Source: an optimization exercise on an open RTL-to-GDS flow (aim: small area and a short achievable clock period). Production flows keep margins and buffers that such runs may drop.
Where RTL was checked, it was by simulation tests only, not by an equivalence proof against the original.
Power figures rest on the tool's default switching activity, not on a simulated workload.

Setup of the previous run:
==> flow/design.v <==
package cdma_img_fifo_128x11_pkg;
  localparam int DEPTH  = 128;
  localparam int WIDTH  = 11;
  localparam int ADDR_W = 7;
  localparam int CNT_W  = 8;
  typedef logic [ADDR_W-1:0] addr_t;
  typedef logic [CNT_W-1:0]  cnt_t;
  typedef logic [WIDTH-1:0]  data_t;
  localparam cnt_t FULL_CNT = 8'd128;
endpackage
module ram_128x11
(
  input  logic        clk,
  input  logic [7:0]  wlo,
  input  logic [15:0] whi,
  input  logic        we,
  input  logic [10:0] di,
  input  logic [7:0]  rlo,
  input  logic [15:0] rhi,
  input  logic [15:0] rhi2,
  output logic [10:0] qa,
  output logic [10:0] qb
);
  logic [10:0] mem_r [128];
  logic [10:0] grp_s [8];
  always_ff @(posedge clk) begin
    for (int k = 0; k < 128; k++) begin
      if (we & whi[k/8] & wlo[k%8]) begin
        mem_r[k] <= di;
      end
    end
  end
  always_comb begin
    for (int i = 0; i < 8; i++) begin
      grp_s[i] = '0;
      for (int j = 0; j < 16; j++) begin
        grp_s[i] = grp_s[i] | (mem_r[8*j+i] & {11{(i < 4) ? rhi[j] : rhi2[j]}});
      end
    end
    qa = '0;
    qb = '0;
    for (int i = 0; i < 4; i++) begin
      qa = qa | (grp_s[i] & {11{rlo[i]}});
      qb = qb | (grp_s[i+4] & {11{rlo[i+4]}});
    end
  end
endmodule
module cdma_img_fifo_128x11
(
  input  logic             clk,
  input  logic             reset,
  input  logic             wr_req,
  output logic             wr_ready,
  input  logic [cdma_img_fifo_128x11_pkg::WIDTH-1:0] wr_data,
  output logic             rd_req,
  input  logic             rd_ready,
  output logic [cdma_img_fifo_128x11_pkg::WIDTH-1:0] rd_data,
  input  logic [31:0]      pwrbus_ram_pd
);
  logic  wr_req_in_r;                        
  cdma_img_fifo_128x11_pkg::data_t wr_data_in_r;
  logic  wr_ready_r;                         
  logic  wr_full_r;                          
  cdma_img_fifo_128x11_pkg::cnt_t  wr_count_r;
  logic [7:0]  wr_lo_r;                      
  logic [15:0] wr_hi_r;                      
  logic  wr_popping_r;                       
  logic  rd_pushing_r;                       
  cdma_img_fifo_128x11_pkg::cnt_t  rd_count_r;
  logic [7:0]  rd_lo_r;                      
  logic [15:0] rd_hi_r;                      
  logic [15:0] rd_hi2_r;                     
  logic  rd_req_p_r;                         
  logic  rd_req_int_r;                       
  cdma_img_fifo_128x11_pkg::data_t rd_data_a_r;    
  cdma_img_fifo_128x11_pkg::data_t rd_data_b_r;    
  cdma_img_fifo_128x11_pkg::data_t ram_qa_s;
  cdma_img_fifo_128x11_pkg::data_t ram_qb_s;
  logic  wr_accept_s;
  logic  wr_reserving_s;
  logic  wr_inc_s;
  logic  wr_dec_s;
  logic  wr_full_next_s;
  logic  wr_req_in_next_s;
  cdma_img_fifo_128x11_pkg::cnt_t  wr_count_next_s;
  logic  rd_popping_s;
  logic  rd_inc_s;
  logic  rd_dec_s;
  cdma_img_fifo_128x11_pkg::cnt_t  rd_count_next_s;
  logic  rd_req_p_next_s;
  logic  rd_req_int_next_s;
  function automatic [7:0] cnt_inc(input [7:0] c);
    for (int i = 0; i < 8; i++) begin
      cnt_inc[i] = c[i] ^ ((c & ((8'd1 << i) - 8'd1)) == ((8'd1 << i) - 8'd1));
    end
  endfunction
  function automatic [7:0] cnt_dec(input [7:0] c);
    for (int i = 0; i < 8; i++) begin
      cnt_dec[i] = c[i] ^ ((c & ((8'd1 << i) - 8'd1)) == 8'd0);
    end
  endfunction
  always_comb begin
    wr_accept_s      = wr_req & wr_ready_r;
    wr_reserving_s   = wr_req_in_r & ~wr_full_r;
    wr_inc_s         = wr_reserving_s & ~wr_popping_r;
    wr_dec_s         = wr_popping_r & ~wr_reserving_s;
    if (wr_inc_s) begin
      wr_count_next_s = cnt_inc(wr_count_r);
    end else if (wr_dec_s) begin
      wr_count_next_s = cnt_dec(wr_count_r);
    end else begin
      wr_count_next_s = wr_count_r;
    end
    wr_full_next_s   = wr_full_r ? ~wr_popping_r : (wr_inc_s & (wr_count_r == 8'd127));
    wr_req_in_next_s = wr_accept_s | (wr_req_in_r & wr_full_r);
  end
  always_ff @(posedge clk) begin
    if (reset) begin
      wr_req_in_r  <= 1'b0;
      wr_ready_r   <= 1'b1;
      wr_full_r    <= 1'b0;
      wr_count_r   <= 8'd0;
      wr_lo_r      <= 8'd1;
      wr_hi_r      <= 16'd1;
      wr_popping_r <= 1'b0;
    end else begin
      wr_req_in_r  <= wr_req_in_next_s;
      wr_ready_r   <= ~(wr_req_in_next_s & wr_full_next_s);
      wr_full_r    <= wr_full_next_s;
      wr_count_r   <= wr_count_next_s;
      if (wr_reserving_s) begin
        wr_lo_r <= {wr_lo_r[6:0], wr_lo_r[7]};
        if (wr_lo_r[7]) wr_hi_r <= {wr_hi_r[14:0], wr_hi_r[15]};
      end
      wr_popping_r <= rd_popping_s;
    end
  end
  always_ff @(posedge clk) begin
    if (wr_accept_s) begin
      wr_data_in_r <= wr_data;
    end
  end
  always_comb begin
    rd_popping_s      = rd_req_p_r & (~rd_req_int_r | rd_ready);
    rd_inc_s          = rd_pushing_r & ~rd_popping_s;
    rd_dec_s          = rd_popping_s & ~rd_pushing_r;
    if (rd_inc_s) begin
      rd_count_next_s = cnt_inc(rd_count_r);
    end else if (rd_dec_s) begin
      rd_count_next_s = cnt_dec(rd_count_r);
    end else begin
      rd_count_next_s = rd_count_r;
    end
    rd_req_p_next_s   = rd_pushing_r | (rd_req_p_r & ~(rd_popping_s & (rd_count_r == 8'd1)));
    rd_req_int_next_s = rd_popping_s | (rd_req_int_r & ~rd_ready);
  end
  always_ff @(posedge clk) begin
    if (reset) begin
      rd_pushing_r <= 1'b0;
      rd_count_r   <= 8'd0;
      rd_lo_r      <= 8'd1;
      rd_hi_r      <= 16'd1;
      rd_hi2_r     <= 16'd1;
      rd_req_p_r   <= 1'b0;
      rd_req_int_r <= 1'b0;
    end else begin
      rd_pushing_r <= wr_reserving_s;
      rd_count_r   <= rd_count_next_s;
      if (rd_popping_s) begin
        rd_lo_r <= {rd_lo_r[6:0], rd_lo_r[7]};
        if (rd_lo_r[7]) rd_hi_r <= {rd_hi_r[14:0], rd_hi_r[15]};
        if (rd_lo_r[7]) rd_hi2_r <= {rd_hi2_r[14:0], rd_hi2_r[15]};
      end
      rd_req_p_r   <= rd_req_p_next_s;
      rd_req_int_r <= rd_req_int_next_s;
    end
  end
  ram_128x11 u_ram (
    .clk  (clk),
    .wlo  (wr_lo_r),
    .whi  (wr_hi_r),
    .we   (wr_reserving_s),
    .di   (wr_data_in_r),
    .rlo  (rd_lo_r),
    .rhi  (rd_hi_r),
    .rhi2 (rd_hi2_r),
    .qa   (ram_qa_s),
    .qb   (ram_qb_s)
  );
  always_ff @(posedge clk) begin
    rd_data_a_r <= rd_popping_s ? ram_qa_s : (rd_data_a_r & {11{rd_req_int_r}});
    rd_data_b_r <= rd_popping_s ? ram_qb_s : (rd_data_b_r & {11{rd_req_int_r}});
  end
  assign wr_ready = wr_ready_r;
  assign rd_req   = rd_req_int_r;
  assign rd_data  = rd_data_a_r | rd_data_b_r;
endmodule
==> flow/config.mk <==
export PLATFORM = sky130hd
export DESIGN_NAME = cdma_img_fifo_128x11
export DESIGN_NICKNAME = cdma_img_fifo_128x11
export VERILOG_FILES = /design/flow/design.v
export SDC_FILE = /design/flow/constraint.sdc
export NUM_CORES = 4
export LEC_CHECK = 0
export ABC_CLOCK_PERIOD_IN_PS = 2200
export CAP_MARGIN = 20
export CORE_MARGIN = 2
export CORE_UTILIZATION = 65
export CTS_CLUSTER_DIAMETER = 80
export CTS_CLUSTER_SIZE = 28
export SETUP_SLACK_MARGIN = 2.0
export SLEW_MARGIN = 20
==> flow/constraint.sdc <==
create_clock -name core_clock -period 4.2 [get_ports {clk}]
set_input_delay 0.8400 -clock core_clock [delete_from_list [all_inputs] [get_ports {clk}]]
set_output_delay 0.8400 -clock core_clock [all_outputs]
set_load 0.01 [all_outputs]
run.sh (not shown) runs the stock make flow with config.mk's settings and CLKGATE_MAP_FILE= SYNTH_SCRIPT=/design/flow/synth_recipe.tcl, a recipe that flattens the netlist after the stock synthesis.
### the previous run -> the current run
--- a/flow/design.v
+++ b/flow/design.v
@@ -18,8 +18,7 @@
   input  logic [7:0]  rlo,
   input  logic [15:0] rhi,
   input  logic [15:0] rhi2,
-  output logic [10:0] qa,
-  output logic [10:0] qb
+  output logic [10:0] q
 );
   logic [10:0] mem_r [128];
   logic [10:0] grp_s [8];
@@ -37,11 +36,9 @@
         grp_s[i] = grp_s[i] | (mem_r[8*j+i] & {11{(i < 4) ? rhi[j] : rhi2[j]}});
       end
     end
-    qa = '0;
-    qb = '0;
-    for (int i = 0; i < 4; i++) begin
-      qa = qa | (grp_s[i] & {11{rlo[i]}});
-      qb = qb | (grp_s[i+4] & {11{rlo[i+4]}});
+    q = '0;
+    for (int i = 0; i < 8; i++) begin
+      q = q | (grp_s[i] & {11{rlo[i]}});
     end
   end
 endmodule
@@ -72,10 +69,8 @@
   logic [15:0] rd_hi2_r;                     
   logic  rd_req_p_r;                         
   logic  rd_req_int_r;                       
-  cdma_img_fifo_128x11_pkg::data_t rd_data_a_r;    
-  cdma_img_fifo_128x11_pkg::data_t rd_data_b_r;    
-  cdma_img_fifo_128x11_pkg::data_t ram_qa_s;
-  cdma_img_fifo_128x11_pkg::data_t ram_qb_s;
+  cdma_img_fifo_128x11_pkg::data_t rd_data_r;
+  cdma_img_fifo_128x11_pkg::data_t ram_q_s;
   logic  wr_accept_s;
   logic  wr_reserving_s;
   logic  wr_inc_s;
@@ -184,14 +179,14 @@
     .rlo  (rd_lo_r),
     .rhi  (rd_hi_r),
     .rhi2 (rd_hi2_r),
-    .qa   (ram_qa_s),
-    .qb   (ram_qb_s)
+    .q    (ram_q_s)
   );
   always_ff @(posedge clk) begin
-    rd_data_a_r <= rd_popping_s ? ram_qa_s : (rd_data_a_r & {11{rd_req_int_r}});
-    rd_data_b_r <= rd_popping_s ? ram_qb_s : (rd_data_b_r & {11{rd_req_int_r}});
+    if (rd_popping_s) begin
+      rd_data_r <= ram_q_s;
+    end
   end
   assign wr_ready = wr_ready_r;
   assign rd_req   = rd_req_int_r;
-  assign rd_data  = rd_data_a_r | rd_data_b_r;
+  assign rd_data  = rd_data_r;
 endmodule
Notes after the runs:
The current run vs the previous run: maximum vdd drop up in the current run
Clock skew deteriorates in the current run relative to the previous run.
Side by side, die outline height turned out lower in the current run than in the previous run.
Count of sequential standard cells ends up lower on the current run.
Area after synthesis down 400 µm² in the current run wrt the previous run
Sort the previous run and the current run by hold slack asc -> top: the current run
The current run against the previous run: logic depth of the worst path, buffers included went up by 4; share of power burned in combinational logic down 0.4 points.
First-pass GRT wire length grows by a few percent when moving from the previous run to the current run.
Changes observed in the current run relative to the previous run: cell area climbed 0.55%, initial cell density of the core now smaller, met2 usage in global routing saw little to no change, number of vias after detailed routing now sits higher.
The current run vs the previous run: first-iteration DRC count up
Only the layout flow was run in the current run; the RTL was not checked for function there.

## v27
Another version of the RTL of cdma_img_fifo_128x11 (not shown whole).
Size: roughly 3000 cells after synthesis, roughly 60 I/O pins, ~0.055 mm2 of cells after synthesis.
==> module ram_128x11, before the edit <==
module ram_128x11
(
  input  logic        clk,
  input  logic [7:0]  wlo,
  input  logic [15:0] whi,
  input  logic        we,
  input  logic [10:0] di,
  input  logic [7:0]  rlo,
  input  logic [15:0] rhi,
  input  logic [15:0] rhi2,
  output logic [10:0] q
);
  logic [10:0] mem_r [128];
  logic [10:0] grp_s [8];
  always_ff @(posedge clk) begin
    for (int k = 0; k < 128; k++) begin
      if (we & whi[k/8] & wlo[k%8]) begin
        mem_r[k] <= di;
      end
    end
  end
  always_comb begin
    for (int i = 0; i < 8; i++) begin
      grp_s[i] = '0;
      for (int j = 0; j < 16; j++) begin
        grp_s[i] = grp_s[i] | (mem_r[8*j+i] & {11{(i < 4) ? rhi[j] : rhi2[j]}});
      end
    end
    q = '0;
    for (int i = 0; i < 8; i++) begin
      q = q | (grp_s[i] & {11{rlo[i]}});
    end
  end
endmodule
==> module cdma_img_fifo_128x11, before the edit <==
module cdma_img_fifo_128x11
(
  input  logic             clk,
  input  logic             reset,
  input  logic             wr_req,
  output logic             wr_ready,
  input  logic [cdma_img_fifo_128x11_pkg::WIDTH-1:0] wr_data,
  output logic             rd_req,
  input  logic             rd_ready,
  output logic [cdma_img_fifo_128x11_pkg::WIDTH-1:0] rd_data,
  input  logic [31:0]      pwrbus_ram_pd
);
  logic  wr_req_in_r;                        
  cdma_img_fifo_128x11_pkg::data_t wr_data_in_r;
  logic  wr_ready_r;                         
  logic  wr_full_r;                          
  cdma_img_fifo_128x11_pkg::cnt_t  wr_count_r;
  logic [7:0]  wr_lo_r;                      
  logic [15:0] wr_hi_r;                      
  logic  wr_popping_r;                       
  logic  rd_pushing_r;                       
  cdma_img_fifo_128x11_pkg::cnt_t  rd_count_r;
  logic [7:0]  rd_lo_r;                      
  logic [15:0] rd_hi_r;                      
  logic [15:0] rd_hi2_r;                     
  logic  rd_req_p_r;                         
  logic  rd_req_int_r;                       
  cdma_img_fifo_128x11_pkg::data_t rd_data_r;
  cdma_img_fifo_128x11_pkg::data_t ram_q_s;
  logic  wr_accept_s;
  logic  wr_reserving_s;
  logic  wr_inc_s;
  logic  wr_dec_s;
  logic  wr_full_next_s;
  logic  wr_req_in_next_s;
  cdma_img_fifo_128x11_pkg::cnt_t  wr_count_next_s;
  logic  rd_popping_s;
  logic  rd_inc_s;
  logic  rd_dec_s;
  cdma_img_fifo_128x11_pkg::cnt_t  rd_count_next_s;
  logic  rd_req_p_next_s;
  logic  rd_req_int_next_s;
  always_comb begin
    wr_accept_s      = wr_req & wr_ready_r;
    wr_reserving_s   = wr_req_in_r & ~wr_full_r;
    wr_inc_s         = wr_reserving_s & ~wr_popping_r;
    wr_dec_s         = wr_popping_r & ~wr_reserving_s;
    if (wr_inc_s) begin
      wr_count_next_s = wr_count_r + 8'd1;
    end else if (wr_dec_s) begin
      wr_count_next_s = wr_count_r - 8'd1;
    end else begin
      wr_count_next_s = wr_count_r;
    end
    wr_full_next_s   = wr_full_r ? ~wr_popping_r : (wr_inc_s & (wr_count_r == 8'd127));
    wr_req_in_next_s = wr_accept_s | (wr_req_in_r & wr_full_r);
  end
  always_ff @(posedge clk) begin
    if (reset) begin
      wr_req_in_r  <= 1'b0;
      wr_ready_r   <= 1'b1;
      wr_full_r    <= 1'b0;
      wr_count_r   <= 8'd0;
      wr_lo_r      <= 8'd1;
      wr_hi_r      <= 16'd1;
      wr_popping_r <= 1'b0;
    end else begin
      wr_req_in_r  <= wr_req_in_next_s;
      wr_ready_r   <= ~(wr_req_in_next_s & wr_full_next_s);
      wr_full_r    <= wr_full_next_s;
      wr_count_r   <= wr_count_next_s;
      if (wr_reserving_s) begin
        wr_lo_r <= {wr_lo_r[6:0], wr_lo_r[7]};
        if (wr_lo_r[7]) wr_hi_r <= {wr_hi_r[14:0], wr_hi_r[15]};
      end
      wr_popping_r <= rd_popping_s;
    end
  end
  always_ff @(posedge clk) begin
    if (wr_accept_s) begin
      wr_data_in_r <= wr_data;
    end
  end
  always_comb begin
    rd_popping_s      = rd_req_p_r & (~rd_req_int_r | rd_ready);
    rd_inc_s          = rd_pushing_r & ~rd_popping_s;
    rd_dec_s          = rd_popping_s & ~rd_pushing_r;
    if (rd_inc_s) begin
      rd_count_next_s = rd_count_r + 8'd1;
    end else if (rd_dec_s) begin
      rd_count_next_s = rd_count_r - 8'd1;
    end else begin
      rd_count_next_s = rd_count_r;
    end
    rd_req_p_next_s   = rd_pushing_r | (rd_req_p_r & ~(rd_popping_s & (rd_count_r == 8'd1)));
    rd_req_int_next_s = rd_popping_s | (rd_req_int_r & ~rd_ready);
  end
  always_ff @(posedge clk) begin
    if (reset) begin
      rd_pushing_r <= 1'b0;
      rd_count_r   <= 8'd0;
      rd_lo_r      <= 8'd1;
      rd_hi_r      <= 16'd1;
      rd_hi2_r     <= 16'd1;
      rd_req_p_r   <= 1'b0;
      rd_req_int_r <= 1'b0;
    end else begin
      rd_pushing_r <= wr_reserving_s;
      rd_count_r   <= rd_count_next_s;
      if (rd_popping_s) begin
        rd_lo_r <= {rd_lo_r[6:0], rd_lo_r[7]};
        if (rd_lo_r[7]) rd_hi_r <= {rd_hi_r[14:0], rd_hi_r[15]};
        if (rd_lo_r[7]) rd_hi2_r <= {rd_hi2_r[14:0], rd_hi2_r[15]};
      end
      rd_req_p_r   <= rd_req_p_next_s;
      rd_req_int_r <= rd_req_int_next_s;
    end
  end
  ram_128x11 u_ram (
    .clk  (clk),
    .wlo  (wr_lo_r),
    .whi  (wr_hi_r),
    .we   (wr_reserving_s),
    .di   (wr_data_in_r),
    .rlo  (rd_lo_r),
    .rhi  (rd_hi_r),
    .rhi2 (rd_hi2_r),
    .q    (ram_q_s)
  );
  always_ff @(posedge clk) begin
    rd_data_r <= rd_popping_s ? ram_q_s : (rd_data_r & {11{rd_req_int_r}});
  end
  assign wr_ready = wr_ready_r;
  assign rd_req   = rd_req_int_r;
  assign rd_data  = rd_data_r;
endmodule
make LEC_CHECK=0 ABC_CLOCK_PERIOD_IN_PS=2200 CAP_MARGIN=20 CORE_MARGIN=2 CORE_UTILIZATION=65 CTS_CLUSTER_DIAMETER=80 CTS_CLUSTER_SIZE=30 SETUP_SLACK_MARGIN=2.0 SLEW_MARGIN=20 finish   # period 4.2 ns
[inputs] v3 vs v27
-- flow/design.v --
<<< v27, line 19
  input  logic [15:0] rhi,
  input  logic [15:0] rhi2,
  output logic [10:0] q
);
>>> v3, line 19
  input  logic [15:0] rhi,
  input  logic [15:0] rhi2,
  input  logic [15:0] rhi3,
  input  logic [15:0] rhi4,
  output logic [10:0] q
);
<<< v27, line 34
      grp_s[i] = '0;
      for (int j = 0; j < 16; j++) begin
        grp_s[i] = grp_s[i] | (mem_r[8*j+i] & {11{(i < 4) ? rhi[j] : rhi2[j]}});
      end
    end
>>> v3, line 36
      grp_s[i] = '0;
      for (int j = 0; j < 16; j++) begin
        grp_s[i] = grp_s[i] | (mem_r[8*j+i] & {11{(i < 2) ? rhi[j] : (i < 4) ? rhi2[j] : (i < 6) ? rhi3[j] : rhi4[j]}});
      end
    end
<<< v27, line 68
  logic [15:0] rd_hi_r;                      
  logic [15:0] rd_hi2_r;                     
  logic  rd_req_p_r;                         
  logic  rd_req_int_r;                       
>>> v3, line 70
  logic [15:0] rd_hi_r;                      
  logic [15:0] rd_hi2_r;                     
  logic [15:0] rd_hi3_r;
  logic [15:0] rd_hi4_r;
  logic  rd_req_p_r;                         
  logic  rd_req_int_r;                       
<<< v27, line 85
  logic  rd_req_p_next_s;
  logic  rd_req_int_next_s;
  always_comb begin
    wr_accept_s      = wr_req & wr_ready_r;
>>> v3, line 89
  logic  rd_req_p_next_s;
  logic  rd_req_int_next_s;
  function automatic [7:0] cnt_inc(input [7:0] c);
    for (int i = 0; i < 8; i++) begin
      cnt_inc[i] = c[i] ^ ((c & ((8'd1 << i) - 8'd1)) == ((8'd1 << i) - 8'd1));
    end
  endfunction
  function automatic [7:0] cnt_dec(input [7:0] c);
    for (int i = 0; i < 8; i++) begin
      cnt_dec[i] = c[i] ^ ((c & ((8'd1 << i) - 8'd1)) == 8'd0);
    end
  endfunction
  always_comb begin
    wr_accept_s      = wr_req & wr_ready_r;
<<< v27, line 91
    wr_dec_s         = wr_popping_r & ~wr_reserving_s;
    if (wr_inc_s) begin
      wr_count_next_s = wr_count_r + 8'd1;
    end else if (wr_dec_s) begin
      wr_count_next_s = wr_count_r - 8'd1;
    end else begin
      wr_count_next_s = wr_count_r;
>>> v3, line 105
    wr_dec_s         = wr_popping_r & ~wr_reserving_s;
    if (wr_inc_s) begin
      wr_count_next_s = cnt_inc(wr_count_r);
    end else if (wr_dec_s) begin
      wr_count_next_s = cnt_dec(wr_count_r);
    end else begin
      wr_count_next_s = wr_count_r;
<<< v27, line 131
    rd_dec_s          = rd_popping_s & ~rd_pushing_r;
    if (rd_inc_s) begin
      rd_count_next_s = rd_count_r + 8'd1;
    end else if (rd_dec_s) begin
      rd_count_next_s = rd_count_r - 8'd1;
    end else begin
      rd_count_next_s = rd_count_r;
>>> v3, line 145
    rd_dec_s          = rd_popping_s & ~rd_pushing_r;
    if (rd_inc_s) begin
      rd_count_next_s = cnt_inc(rd_count_r);
    end else if (rd_dec_s) begin
      rd_count_next_s = cnt_dec(rd_count_r);
    end else begin
      rd_count_next_s = rd_count_r;
<<< v27, line 147
      rd_hi_r      <= 16'd1;
      rd_hi2_r     <= 16'd1;
      rd_req_p_r   <= 1'b0;
      rd_req_int_r <= 1'b0;
>>> v3, line 161
      rd_hi_r      <= 16'd1;
      rd_hi2_r     <= 16'd1;
      rd_hi3_r     <= 16'd1;
      rd_hi4_r     <= 16'd1;
      rd_req_p_r   <= 1'b0;
      rd_req_int_r <= 1'b0;
<<< v27, line 156
        if (rd_lo_r[7]) rd_hi_r <= {rd_hi_r[14:0], rd_hi_r[15]};
        if (rd_lo_r[7]) rd_hi2_r <= {rd_hi2_r[14:0], rd_hi2_r[15]};
      end
      rd_req_p_r   <= rd_req_p_next_s;
>>> v3, line 172
        if (rd_lo_r[7]) rd_hi_r <= {rd_hi_r[14:0], rd_hi_r[15]};
        if (rd_lo_r[7]) rd_hi2_r <= {rd_hi2_r[14:0], rd_hi2_r[15]};
        if (rd_lo_r[7]) rd_hi3_r <= {rd_hi3_r[14:0], rd_hi3_r[15]};
        if (rd_lo_r[7]) rd_hi4_r <= {rd_hi4_r[14:0], rd_hi4_r[15]};
      end
      rd_req_p_r   <= rd_req_p_next_s;
<<< v27, line 170
    .rhi  (rd_hi_r),
    .rhi2 (rd_hi2_r),
    .q    (ram_q_s)
  );
>>> v3, line 188
    .rhi  (rd_hi_r),
    .rhi2 (rd_hi2_r),
    .rhi3 (rd_hi3_r),
    .rhi4 (rd_hi4_r),
    .q    (ram_q_s)
  );
==> comparison <==
Against v27 as the reference, v3 delivers a higher net count after synthesis. Per the comparison of v3 with v27, global-route usage over all layers lower, growth of design area from synthesis to finish lower, fmax lower, count of inverters not on the clock network in the layout lower. Going from v27 to v3, non-clock buffer count now sits lower, count of different cell masters after synthesis has decreased. Looking at post-route standard cell area excluding fillers, v3 sits about 1.3% below v27. Against v27, v3 reports a delay contributed by the slowest stage of the critical path that is higher. Diff v27 -> v3 | floorplan core area | up slightly. Setup slack: v3 less than v27. Comparing v3 against v27, there is no change at all in cell count. Of the two candidates, v27 has the worse via count and v3 the better one. The run showing the greater detailed-route wire length is v27.
Function not checked in v3: the RTL went through the layout flow alone.

## port drivers added, routing unchanged
How much do the figures lean on ideal ports? The routed layouts below were timed once more, with nothing changed but the port constraints. Step 1 assumes that a clkbuf_16 drives the clock port and a buf_2 every other input. Step 2 moves the port delays by t, midway between the first and last clock arrival at a register: inputs arrive t later, outputs are due t later. That takes back most of the time a late clock gives input paths. Slacks: ideal / step 1 / step 2; pairs: ideal / step 1.
| run | t (ns) | slack for setup (ns) | latest minus earliest clock arrival (ns) | worst slew at a driven data input, ns | cell pins on the clock port's net |
|---|---|---|---|---|---|
| the previous run | 0.756 | 1.908 / 1.832 / 1.355 | 0.029 / 0.030 | 0.11 | 1 |
| the current run | 0.747 | 1.814 / 1.814 / 1.409 | 0.031 / 0.032 | 0.04 | 1 |
| v27 | 0.746 | 1.843 / 1.843 / 1.490 | 0.024 / 0.023 | 0.04 | 1 |
| v3 | 0.747 | 1.580 / 1.580 / 1.388 | 0.034 / 0.034 | 0.09 | 1 |
After both steps setup and hold are still met in every run listed. For the previous run, which loses most, drivers alone change the setup slack by -0.076 ns; drivers and shift together by -0.553 ns.
